What follows belongs to an exercise in optimizing a design on an open flow for small area; a production flow would make more cautious choices. In this exercise RTL edits were held to simulation tests only and were not proved equivalent to the original. Power is estimated from default activity; no workload was simulated.

==> inputs of run G <==
// watch_top
module watch_top (
    input  logic clock,
    input  logic reset,
    input  logic [watch_pkg::MODE_IN_W-1:0] mode,
    input  logic [watch_pkg::BUTTON_W-1:0] button,
    output logic [watch_pkg::HOUR_W-1:0] hour,
    output logic [watch_pkg::MIN_W-1:0] minute,
    output logic [watch_pkg::MIN_W-1:0] second,
    output logic [watch_pkg::LED_W-1:0] led,
    output logic piezo
);
==> module melody_recorder, before the edit <==
module melody_recorder (
    input  logic clock,
    input  logic reset,
    input  logic tick,
    input  logic [watch_pkg::MODE_W-1:0] active_mode,
    input  logic [watch_pkg::BUTTON_W-1:0] key_pulse,
    input  logic note_any,
    input  logic [watch_pkg::NIDX_W-1:0] note_idx,
    input  logic alarm_start,
    input  logic alarm_enabled,
    output logic tone_on,
    output logic [watch_pkg::NIDX_W-1:0] tone_idx,
    output logic [watch_pkg::LED_W-1:0] led
);
    localparam int DEPTH = watch_pkg::MELODY_DEPTH;
    logic [watch_pkg::NIDX_W-1:0] ring [DEPTH];
    logic [watch_pkg::LEN_W-1:0] ring_pos;
    logic [watch_pkg::LEN_W-1:0] next_idx;
    logic [watch_pkg::LEN_W-1:0] length;
    logic [watch_pkg::NIDX_W-1:0] last_note;
    logic [watch_pkg::NIDX_W-1:0] cur_note;
    logic [watch_pkg::NIDX_W-1:0] next_note;
    logic [6:0] win_state;
    logic playing;
    logic record_mode;
    logic sample_done;
    logic clear_req;
    logic start_req;
    logic recording;
    logic store;
    logic advance;
    logic [watch_pkg::LEN_W-1:0] next_inc;
    logic [3:0] bar_count;
    logic [3:0] led_level;   
    assign record_mode = (active_mode == watch_pkg::MODE_RECORD);
    assign sample_done = (win_state == watch_pkg::WIN_LAST);
    assign clear_req = record_mode && key_pulse[watch_pkg::KEY_CLEAR];
    assign start_req = (alarm_start || (record_mode && key_pulse[watch_pkg::KEY_PLAY])) &&
                       !playing && (length != '0);
    assign recording = record_mode && !playing && note_any && (length < DEPTH);
    assign store = tick && recording && sample_done && !clear_req && !start_req;
    assign advance = tick && playing && sample_done && !clear_req;
    assign next_inc = next_idx + 1'b1;
    always_ff @(posedge clock or negedge reset) begin
        if (!reset) begin
            length <= '0;
            win_state <= watch_pkg::WIN_FIRST;
            playing <= 1'b0;
        end else if (clear_req) begin
            length <= '0;   
            win_state <= watch_pkg::WIN_FIRST;
            playing <= 1'b0;
        end else if (start_req) begin
            win_state <= watch_pkg::WIN_FIRST;
            playing <= 1'b1;
        end else if (tick) begin
            if (playing || recording) begin
                win_state <= watch_pkg::win_step(win_state);
            end else begin
                win_state <= watch_pkg::WIN_FIRST;   
            end
            if (playing && sample_done && next_idx == DEPTH) playing <= 1'b0;
            if (store) length <= length + 1'b1;
        end
    end
    always_ff @(posedge clock or negedge reset) begin
        if (!reset) ring_pos <= 7'd1;
        else ring_pos <= (ring_pos == DEPTH) ? 7'd1 : ring_pos + 1'b1;
    end
    always_ff @(posedge clock) begin
        for (int i = 0; i < DEPTH - 2; i++) ring[i] <= ring[i + 1];
        ring[DEPTH - 2] <= (ring_pos == length) ? last_note : ring[DEPTH - 1];
        ring[DEPTH - 1] <= ring[0];
        if (start_req) next_idx <= (length == 7'd1) ? 7'(DEPTH) : 7'd1;
        else if (advance) next_idx <= (next_inc == length) ? 7'(DEPTH) : next_inc;
        if (store) last_note <= note_idx;
        if (ring_pos == next_idx) next_note <= ring[0];
        if (store && length == '0) cur_note <= note_idx;
        else if (advance) cur_note <= next_note;
    end
    always_comb begin
        bar_count = '0;
        for (int i = 0; i < watch_pkg::LED_W; i++) begin
            if ((length != '0) && (length >= i * watch_pkg::LED_STEP)) bar_count = 4'(i + 1);
        end
        for (int i = 0; i < watch_pkg::LED_W; i++) led[i] = (led_level > i);
        tone_on = playing || (record_mode && note_any);
        tone_idx = playing ? cur_note : note_idx;
    end
    always_ff @(posedge clock or negedge reset) begin
        if (!reset) led_level <= '0;
        else if (record_mode) led_level <= bar_count;
        else led_level <= {3'b000, alarm_enabled};
    end
endmodule
==> module tone_generator, before the edit <==
module tone_generator (
    input  logic clock,
    input  logic reset,
    input  logic tone_on,
    input  logic [watch_pkg::NIDX_W-1:0] tone_idx,
    output logic piezo
);
    logic [watch_pkg::CNT_W-1:0] count;
    logic at_half;
    always_comb begin
        at_half = 1'b0;
        for (int i = 0; i < 8; i++) begin
            if (tone_idx == 3'(i) && count >= watch_pkg::half_period(3'(i))) at_half = 1'b1;
        end
    end
    always_ff @(posedge clock or negedge reset) begin
        if (!reset) begin
            piezo <= 1'b0;
            count <= '0;
        end else if (!tone_on) begin
            piezo <= 1'b0;
            count <= '0;
        end else if (at_half) begin
            piezo <= ~piezo;   
            count <= '0;
        end else begin
            count <= count + 1'b1;
        end
    end
endmodule
clock: 10.0 ns
lec_check: 0
cap_margin: 20
core_margin: 2
core_utilization: 40
slew_margin: 20
standard.sh (not shown) runs the stock make flow with config.mk's settings and CLKGATE_MAP_FILE= SYNTH_SCRIPT=/design/flow/synth_recipe.tcl, a recipe that flattens the netlist after the stock synthesis.
==> flow/flow/run.sh <==
#!/bin/bash
set -euo pipefail
work=$(pwd)
rm -rf "$work/scripts_area"
cp -r "$FLOW_HOME/scripts" "$work/scripts_area"
cp "$work/flow/abc_area.script" "$work/scripts_area/abc_area.script"
vars=(
  "SCRIPTS_DIR=$work/scripts_area"
  "ABC_AREA=1"
  "BUFFER_PORTS_ARGS=-buffer_cell sky130_fd_sc_hd__buf_1"
  "CTS_ARGS=-sink_clustering_enable -repair_clock_nets -dont_use_dummy_load -sink_clustering_size 35 -sink_clustering_max_diameter 70"
)
bash standard.sh "${vars[@]}" synth > "$work/synth.log" 2>&1
bash standard.sh "${vars[@]}" finish > "$work/layout.log" 2>&1
==> flow/flow/abc_area.script <==
strash
dch -f
amap
strash
dch -f
amap
strash
dch -f
amap
==> run X: changes against run G <==
--- a/flow/design.v
+++ b/flow/design.v
@@ -227,6 +227,7 @@
     logic [watch_pkg::LEN_W-1:0] next_idx;
     logic [watch_pkg::LEN_W-1:0] length;
     logic [watch_pkg::NIDX_W-1:0] last_note;
+    logic [watch_pkg::NIDX_W-1:0] first_note;
     logic [watch_pkg::NIDX_W-1:0] cur_note;
     logic [watch_pkg::NIDX_W-1:0] next_note;
     logic [6:0] win_state;
@@ -238,9 +239,7 @@
     logic recording;
     logic store;
     logic advance;
-    logic [watch_pkg::LEN_W-1:0] next_inc;
-    logic [3:0] bar_count;
-    logic [3:0] led_level;   
+    logic [watch_pkg::LED_W-1:0] level_bar;
     assign record_mode = (active_mode == watch_pkg::MODE_RECORD);
     assign sample_done = (win_state == watch_pkg::WIN_LAST);
     assign clear_req = record_mode && key_pulse[watch_pkg::KEY_CLEAR];
@@ -249,17 +248,19 @@
     assign recording = record_mode && !playing && note_any && (length < DEPTH);
     assign store = tick && recording && sample_done && !clear_req && !start_req;
     assign advance = tick && playing && sample_done && !clear_req;
-    assign next_inc = next_idx + 1'b1;
     always_ff @(posedge clock or negedge reset) begin
         if (!reset) begin
             length <= '0;
+            next_idx <= 7'd1;
             win_state <= watch_pkg::WIN_FIRST;
             playing <= 1'b0;
         end else if (clear_req) begin
             length <= '0;   
+            next_idx <= 7'd1;
             win_state <= watch_pkg::WIN_FIRST;
             playing <= 1'b0;
         end else if (start_req) begin
+            next_idx <= 7'd1;
             win_state <= watch_pkg::WIN_FIRST;
             playing <= 1'b1;
         end else if (tick) begin
@@ -268,7 +269,14 @@
             end else begin
                 win_state <= watch_pkg::WIN_FIRST;   
             end
-            if (playing && sample_done && next_idx == DEPTH) playing <= 1'b0;
+            if (playing && sample_done) begin
+                if (next_idx == length) begin
+                    playing <= 1'b0;
+                    next_idx <= 7'd1;
+                end else begin
+                    next_idx <= next_idx + 1'b1;
+                end
+            end
             if (store) length <= length + 1'b1;
         end
     end
@@ -280,26 +288,25 @@
         for (int i = 0; i < DEPTH - 2; i++) ring[i] <= ring[i + 1];
         ring[DEPTH - 2] <= (ring_pos == length) ? last_note : ring[DEPTH - 1];
         ring[DEPTH - 1] <= ring[0];
-        if (start_req) next_idx <= (length == 7'd1) ? 7'(DEPTH) : 7'd1;
-        else if (advance) next_idx <= (next_inc == length) ? 7'(DEPTH) : next_inc;
-        if (store) last_note <= note_idx;
+        if (store) begin
+            last_note <= note_idx;
+            if (length == '0) first_note <= note_idx;
+        end
         if (ring_pos == next_idx) next_note <= ring[0];
-        if (store && length == '0) cur_note <= note_idx;
+        if (start_req) cur_note <= first_note;
         else if (advance) cur_note <= next_note;
     end
     always_comb begin
-        bar_count = '0;
         for (int i = 0; i < watch_pkg::LED_W; i++) begin
-            if ((length != '0) && (length >= i * watch_pkg::LED_STEP)) bar_count = 4'(i + 1);
+            level_bar[i] = (length != '0) && (length >= i * watch_pkg::LED_STEP);
         end
-        for (int i = 0; i < watch_pkg::LED_W; i++) led[i] = (led_level > i);
         tone_on = playing || (record_mode && note_any);
         tone_idx = playing ? cur_note : note_idx;
     end
     always_ff @(posedge clock or negedge reset) begin
-        if (!reset) led_level <= '0;
-        else if (record_mode) led_level <= bar_count;
-        else led_level <= {3'b000, alarm_enabled};
+        if (!reset) led <= '0;
+        else if (record_mode) led <= level_bar;
+        else led <= {{(watch_pkg::LED_W-1){1'b0}}, alarm_enabled};
     end
 endmodule
 `timescale 1ns/1ps
@@ -311,13 +318,6 @@
     output logic piezo
 );
     logic [watch_pkg::CNT_W-1:0] count;
-    logic at_half;
-    always_comb begin
-        at_half = 1'b0;
-        for (int i = 0; i < 8; i++) begin
-            if (tone_idx == 3'(i) && count >= watch_pkg::half_period(3'(i))) at_half = 1'b1;
-        end
-    end
     always_ff @(posedge clock or negedge reset) begin
         if (!reset) begin
             piezo <= 1'b0;
@@ -325,7 +325,7 @@
         end else if (!tone_on) begin
             piezo <= 1'b0;
             count <= '0;
-        end else if (at_half) begin
+        end else if (count >= watch_pkg::half_period(tone_idx)) begin
             piezo <= ~piezo;   
             count <= '0;
         end else begin
==> flow/run.sh (new file) <==
#!/bin/bash
# synth_recipe.tcl (not shown) runs the flow's synth.tcl, then flattens the netlist and writes it again
# the make line also repeats each setting of config.mk as NAME=value (left out here)
make -C /OpenROAD-flow-scripts/flow DESIGN_CONFIG=/design/flow/config.mk WORK_HOME=/design/flow/orfs CLKGATE_MAP_FILE= SYNTH_SCRIPT=/design/flow/synth_recipe.tcl finish
removed: flow/flow/run.sh
removed: flow/flow/abc_area.script
removed: flow/standard.sh
==> notes <==
Run X completed with no timing, DRC or antenna violations. Run G produced a clean layout. Between run X and run G, the lower fmax is in run G (gap 5.1%, measured against run G). Of run X and run G, run X has the higher sequential power (gap about 5%, measured against run G). Of run X and run G, run X has the higher synthesized cell count (gap 2.8%, measured against run G). Of run G and run X, run X has the higher setup slack (gap 0.25 ns). Of run X and run G, run X has the higher global-route usage (gap 0.16 points). Final cell count: run G is smaller than run X (4.2%).
==> figures <==
Share of synthesized area occupied by flip-flops and latches: run X 67.7%; run G 71.6%
Die footprint: run X 31600 sq um; run G 29300 sq um
Peak supply drop: run X 0.000167 V; run G 0.000103 V
Detailed placer's ending HPWL: run X 13400 um; run G 13200 um
Post-synthesis net count: run X 1019; run G 984
Violation count after the first detailed-route iteration: run X 400; run G 511
Outcome: run X finished clean; run G finished clean
Die Ht: run X 178 um; run G 171 um
Number of clock buffers inserted by TritonCTS: run X 37; run G 17
Cell area after technology mapping: run X 12100 sq um; run G 11200 sq um
CTS sink cnt: run X 371; run G 364
Endpoint of the worst-slack reg-to-reg timing path: run X tone0.piezo; run G keeper0.second[5]
Skew final: run X 0.00918 ns; run G 0.0619 ns
Detailed Route WL: run X 21100 um; run G 19300 um

-- what the ideal ports hide --
No port has a modelled driver above. Below, the same layouts with a new extraction and two added sets of constraints. Step 1, drivers: a clkbuf_16 drives clock and a buf_2 each remaining input, both assumed. Step 2 moves the port delays by t, midway between the first and last clock arrival at a register: inputs arrive t later, outputs are due t later. That takes back most of the time a late clock gives input paths. Slacks: ideal / step 1 / step 2; pairs: ideal / step 1.
run | t (ns) | slack for setup (ns) | worst hold slack (ns) | worst setup path at the end | slew at the worst register clock pin (ns)
run G | 0.536 | 4.837 / 4.863 / 4.326 | 0.312 / 0.312 / 0.312 | input to register | 0.12 / 0.12
run X | 0.559 | 5.088 / 5.112 / 4.553 | 0.321 / 0.321 / 0.321 | input to register | 0.06 / 0.06
After both steps every run listed still meets setup and hold. The setup slack of run X, which loses most, moves by +0.024 ns with the drivers and by -0.535 ns with both steps.
